Context: an optimization exercise on an open-source flow, tuned for small area, a short achievable clock period and few clock cycles. The choices shown serve that exercise and are no tape-out recipe. Where RTL was checked, it was by simulation tests only, not by an equivalence proof against the original.

==> run a: inputs <==
==> flow/design.v <==
`timescale 1ns/1ns
`default_nettype none
package l1_cache_pkg;
    localparam int ADDR_W   = 32;
    localparam int DATA_W   = 32;
    localparam int OFFSET_W = 2;
    localparam int INDEX_W  = 4;
    localparam int SETS     = 16;
    localparam int WAYS     = 2;
    localparam int TAG_W    = ADDR_W - INDEX_W - OFFSET_W;
endpackage
`default_nettype wire
`timescale 1ns/1ns
`default_nettype none
module l1_dcache_top (
    input  logic        clk,
    input  logic        arst_n,
    input  logic        cpu_valid,
    output logic        cpu_ready,
    input  logic        cpu_op,
    input  logic [31:0] cpu_addr,
    input  logic [31:0] cpu_wdata,
    output logic        rsp_valid,
    output logic [31:0] rsp_rdata,
    output logic        lv2_req_valid,
    input  logic        lv2_req_ready,
    output logic        lv2_req_op,
    output logic [31:0] lv2_addr,
    output logic [31:0] lv2_wdata,
    input  logic        lv2_rsp_valid,
    input  logic [31:0] lv2_rsp_rdata
);
    localparam int TW = l1_cache_pkg::TAG_W;
    localparam int IW = l1_cache_pkg::INDEX_W;
    localparam int DW = l1_cache_pkg::DATA_W;
    localparam int NS = l1_cache_pkg::SETS;
    logic [TW-1:0] tag0 [NS];
    logic [TW-1:0] tag1 [NS];
    logic [DW-1:0] dmem [2*NS];      
    logic [NS-1:0] val0, val1;       
    logic [NS-1:0] dty0, dty1;       
    logic [NS-1:0] lru;              
    logic          q_full;           
    logic          q_op;
    logic [TW-1:0] q_tag;
    logic [IW-1:0] q_idx;
    logic [DW-1:0] q_wdata;
    logic          p_full;
    logic          p_op;
    logic [TW-1:0] p_tag;
    logic [IW-1:0] p_idx;
    logic [DW-1:0] p_wdata;
    logic          l_full;
    logic          l_wait;           
    logic          l_op;
    logic [TW-1:0] l_tag;
    logic [IW-1:0] l_idx;
    logic [DW-1:0] l_wdata;
    logic          l_hit;
    logic          l_way;
    logic          l_vdty;           
    logic [TW-1:0] l_vtag;           
    logic          e_busy;
    logic          e_wb;             
    logic          e_disc;           
    logic [TW-1:0] e_vtag;
    logic [TW-1:0] e_rtag;
    logic [IW-1:0] e_idx;
    logic [DW-1:0] e_wdata;
    logic [3:0]    disc_cnt;         
    logic          r_valid;
    logic [DW-1:0] r_data;
    logic          disc_ok;
    logic          l_exec;
    logic          l_fill;
    logic          l_done;
    logic          l_free;
    logic          l_newdty;
    logic [DW-1:0] rd_data;
    assign disc_ok  = (disc_cnt != 4'hf);
    assign l_exec   = l_full && !l_wait && (l_hit || (!e_busy && (!l_op || disc_ok)));
    assign l_fill   = l_wait && lv2_rsp_valid && (disc_cnt == 4'd0);
    assign l_done   = (l_exec && (l_hit || l_op)) || l_fill;
    assign l_free   = !l_full || l_done;
    assign l_newdty = l_op || (l_hit && l_vdty);
    assign rd_data  = dmem[{l_way, l_idx}];
    logic [TW-1:0] t0, t1;
    logic          same;
    logic          eq_l;
    logic          m0, m1;
    logic          v0c, v1c;
    logic          d0c, d1c;
    logic          lru_c;
    logic          pk_hit;
    logic          pk_way;
    assign t0    = tag0[p_idx];
    assign t1    = tag1[p_idx];
    assign same  = l_exec && (l_idx == p_idx);
    assign eq_l  = (p_tag == l_tag);
    assign m0    = (same && !l_way) ? eq_l : (val0[p_idx] && (p_tag == t0));
    assign m1    = (same &&  l_way) ? eq_l : (val1[p_idx] && (p_tag == t1));
    assign v0c   = val0[p_idx] || (same && !l_way);
    assign v1c   = val1[p_idx] || (same &&  l_way);
    assign d0c   = (same && !l_way) ? l_newdty : (val0[p_idx] && dty0[p_idx]);
    assign d1c   = (same &&  l_way) ? l_newdty : (val1[p_idx] && dty1[p_idx]);
    assign lru_c = same ? l_way : lru[p_idx];
    assign pk_hit = m0 || m1;
    always_comb begin
        if (m0)        pk_way = 1'b0;
        else if (m1)   pk_way = 1'b1;
        else if (!v0c) pk_way = 1'b0;
        else if (!v1c) pk_way = 1'b1;
        else           pk_way = !lru_c;
    end
    logic p_load;
    assign cpu_ready = !q_full;
    assign p_load    = !p_full || l_free;
    always_ff @(posedge clk or negedge arst_n) begin
        if (!arst_n) begin
            p_full <= 1'b0;
            q_full <= 1'b0;
        end else begin
            if (p_load) begin
                p_full <= q_full || cpu_valid;
            end
            if (p_load) begin
                q_full <= 1'b0;
            end else if (!q_full) begin
                q_full <= cpu_valid;
            end
        end
    end
    always_ff @(posedge clk) begin
        if (p_load) begin
            if (q_full) begin
                p_op    <= q_op;
                p_tag   <= q_tag;
                p_idx   <= q_idx;
                p_wdata <= q_wdata;
            end else begin
                p_op    <= cpu_op;
                p_tag   <= cpu_addr[31 -: TW];
                p_idx   <= cpu_addr[2 +: IW];
                p_wdata <= cpu_wdata;
            end
        end
        if (!q_full) begin
            q_op    <= cpu_op;
            q_tag   <= cpu_addr[31 -: TW];
            q_idx   <= cpu_addr[2 +: IW];
            q_wdata <= cpu_wdata;
        end
    end
    always_ff @(posedge clk or negedge arst_n) begin
        if (!arst_n) begin
            l_full <= 1'b0;
            l_wait <= 1'b0;
        end else if (l_free) begin
            l_full <= p_full;
            l_wait <= 1'b0;
        end else if (l_exec) begin
            l_wait <= 1'b1;
        end
    end
    always_ff @(posedge clk) begin
        if (l_free) begin
            l_op    <= p_op;
            l_tag   <= p_tag;
            l_idx   <= p_idx;
            l_wdata <= p_wdata;
            l_hit   <= pk_hit;
            l_way   <= pk_way;
            l_vdty  <= pk_way ? d1c : d0c;
            l_vtag  <= pk_way ? t1 : t0;
        end
    end
    always_ff @(posedge clk or negedge arst_n) begin
        if (!arst_n) begin
            val0 <= '0;
            val1 <= '0;
            lru  <= '0;
        end else if (l_exec) begin
            if (l_way) val1[l_idx] <= 1'b1;
            else       val0[l_idx] <= 1'b1;
            lru[l_idx] <= l_way;
        end
    end
    always_ff @(posedge clk) begin
        if (l_exec) begin
            if (l_way) begin
                tag1[l_idx] <= l_tag;
                dty1[l_idx] <= l_newdty;
            end else begin
                tag0[l_idx] <= l_tag;
                dty0[l_idx] <= l_newdty;
            end
        end
    end
    always_ff @(posedge clk) begin
        if (l_wait) begin
            dmem[{l_way, l_idx}] <= lv2_rsp_rdata;
        end else if (l_exec && l_op) begin
            dmem[{l_way, l_idx}] <= l_wdata;
        end
    end
    always_ff @(posedge clk or negedge arst_n) begin
        if (!arst_n) begin
            r_valid <= 1'b0;
        end else begin
            r_valid <= l_done;
        end
    end
    always_ff @(posedge clk) begin
        if (l_wait)    r_data <= lv2_rsp_rdata;
        else if (l_op) r_data <= l_wdata;
        else           r_data <= rd_data;
    end
    assign rsp_valid = r_valid;
    assign rsp_rdata = r_data;
    always_ff @(posedge clk or negedge arst_n) begin
        if (!arst_n) begin
            e_busy <= 1'b0;
            e_wb   <= 1'b0;
        end else if (!e_busy) begin
            e_busy <= l_exec && !l_hit;
            e_wb   <= l_vdty;
        end else if (lv2_req_ready) begin
            if (e_wb) e_wb   <= 1'b0;
            else      e_busy <= 1'b0;
        end
    end
    always_ff @(posedge clk) begin
        if (!e_busy) begin
            e_disc  <= l_op;
            e_vtag  <= l_vtag;
            e_rtag  <= l_tag;
            e_idx   <= l_idx;
            e_wdata <= rd_data;
        end
    end
    always_ff @(posedge clk or negedge arst_n) begin
        if (!arst_n) begin
            disc_cnt <= 4'd0;
        end else begin
            disc_cnt <= disc_cnt
                      + {3'd0, (e_busy && !e_wb && e_disc && lv2_req_ready)}
                      - {3'd0, (lv2_rsp_valid && (disc_cnt != 4'd0))};
        end
    end
    assign lv2_req_valid = e_busy;
    assign lv2_req_op    = e_wb;
    assign lv2_addr      = {(e_wb ? e_vtag : e_rtag), e_idx, 2'b00};
    assign lv2_wdata     = e_wdata;
endmodule
`default_nettype wire
==> flow/run.sh <==
#!/bin/bash
# synth_recipe.tcl (not shown) runs the flow's synth.tcl, then flattens the netlist and writes it again
# the make line also repeats each setting of config.mk as NAME=value (left out here)
make -C /OpenROAD-flow-scripts/flow DESIGN_CONFIG=/design/flow/config.mk WORK_HOME=/design/flow/orfs CLKGATE_MAP_FILE= SYNTH_SCRIPT=/design/flow/synth_recipe.tcl finish
==> flow/config.mk <==
export PLATFORM = sky130hd
export DESIGN_NAME = l1_dcache_top
export DESIGN_NICKNAME = l1_dcache_top
export VERILOG_FILES = /design/flow/design.v
export SDC_FILE = /design/flow/constraint.sdc
export NUM_CORES = 4
export LEC_CHECK = 0
export ABC_CLOCK_PERIOD_IN_PS = 3000
export CAP_MARGIN = 20
export CORE_MARGIN = 2
export CORE_UTILIZATION = 40
export SETUP_SLACK_MARGIN = 4
export SLEW_MARGIN = 20
==> flow/constraint.sdc <==
create_clock -name core_clock -period 8.0 [get_ports {clk}]
set_input_delay 1.6000 -clock core_clock [delete_from_list [all_inputs] [get_ports {clk}]]
set_output_delay 1.6000 -clock core_clock [all_outputs]
set_load 0.01 [all_outputs]
==> run b: changes against run a <==
--- a/flow/design.v
+++ b/flow/design.v
@@ -40,11 +40,6 @@
     logic [NS-1:0] val0, val1;       
     logic [NS-1:0] dty0, dty1;       
     logic [NS-1:0] lru;              
-    logic          q_full;           
-    logic          q_op;
-    logic [TW-1:0] q_tag;
-    logic [IW-1:0] q_idx;
-    logic [DW-1:0] q_wdata;
     logic          p_full;
     logic          p_op;
     logic [TW-1:0] p_tag;
@@ -112,43 +107,22 @@
         else if (!v1c) pk_way = 1'b1;
         else           pk_way = !lru_c;
     end
-    logic p_load;
-    assign cpu_ready = !q_full;
-    assign p_load    = !p_full || l_free;
+    assign cpu_ready = !p_full || !l_full || (l_exec && (l_hit || l_op));
     always_ff @(posedge clk or negedge arst_n) begin
         if (!arst_n) begin
             p_full <= 1'b0;
-            q_full <= 1'b0;
-        end else begin
-            if (p_load) begin
-                p_full <= q_full || cpu_valid;
-            end
-            if (p_load) begin
-                q_full <= 1'b0;
-            end else if (!q_full) begin
-                q_full <= cpu_valid;
-            end
-        end
-    end
-    always_ff @(posedge clk) begin
-        if (p_load) begin
-            if (q_full) begin
-                p_op    <= q_op;
-                p_tag   <= q_tag;
-                p_idx   <= q_idx;
-                p_wdata <= q_wdata;
-            end else begin
-                p_op    <= cpu_op;
-                p_tag   <= cpu_addr[31 -: TW];
-                p_idx   <= cpu_addr[2 +: IW];
-                p_wdata <= cpu_wdata;
-            end
-        end
-        if (!q_full) begin
-            q_op    <= cpu_op;
-            q_tag   <= cpu_addr[31 -: TW];
-            q_idx   <= cpu_addr[2 +: IW];
-            q_wdata <= cpu_wdata;
+        end else if (cpu_ready) begin
+            p_full <= cpu_valid;
+        end else if (l_free) begin
+            p_full <= 1'b0;
+        end
+    end
+    always_ff @(posedge clk) begin
+        if (cpu_ready) begin
+            p_op    <= cpu_op;
+            p_tag   <= cpu_addr[31 -: TW];
+            p_idx   <= cpu_addr[2 +: IW];
+            p_wdata <= cpu_wdata;
         end
     end
     always_ff @(posedge clk or negedge arst_n) begin
- ABC_CLOCK_PERIOD_IN_PS: 3000 -> unset
- SETUP_SLACK_MARGIN: 4 -> unset
==> out/qor.yml <==
final_layout:
  seqCellArea_um2: 67620
  final_cell_mix: "2132 x edfxtp_1, 570 x mux4_2, 225 x clkbuf_16"
die:
  dieHeight_um: 474.2
synth:
  syn_inst: 4038
critical_path:
  crit_end: "lv2_addr[19]"
status:
  status: "no timing/DRC/antenna violations"
the above is filed under run a

==> out/qor.yml <==
status:
  status: "no timing/DRC/antenna violations"
cts:
  clk_path_buf_depth: 3
die:
  dieHeight_um: 470.3
final_layout:
  final_cell_mix: "2132 x edfxtp_1, 509 x mux4_2, 224 x clkbuf_16"
  seqCellArea_um2: 66330
  largest_register_ffs: 1024
synth:
  yosys.area.top_type: "edfxtp_1"
  syn_inst: 4128
critical_path:
  crit_end: "cpu_ready"
the above is filed under run b

Testbench counts of run b, summed over its fixed seeds: cycles 48,086.
Function not checked in run a: the RTL went through the layout flow alone.

[separate check: timing with driven ports]
The flow's constraints put no driver on any port. The routed layouts listed below were extracted and timed again, unchanged, in two steps.
Step 1 assumes that a clkbuf_16 drives the clock port and a buf_2 every other input.
Step 2 also shifts input and output timing later by t, the mid clock arrival at the registers, as if the neighbouring blocks saw the same clock.
a / b / c = no drivers / after step 1 / after step 2; a / b = the first two.
run | t, ns | setup WS [ns] | worst data-port slew with drivers (ns)
run a | 0.950 | 3.955 / 3.869 / 3.477 | 0.08
run b | 0.926 | 1.945 / 1.858 / 2.029 | 0.21
After both steps setup and hold are still met in every run listed. For run a, which loses most, drivers alone change the setup slack by -0.086 ns; drivers and shift together by -0.478 ns.
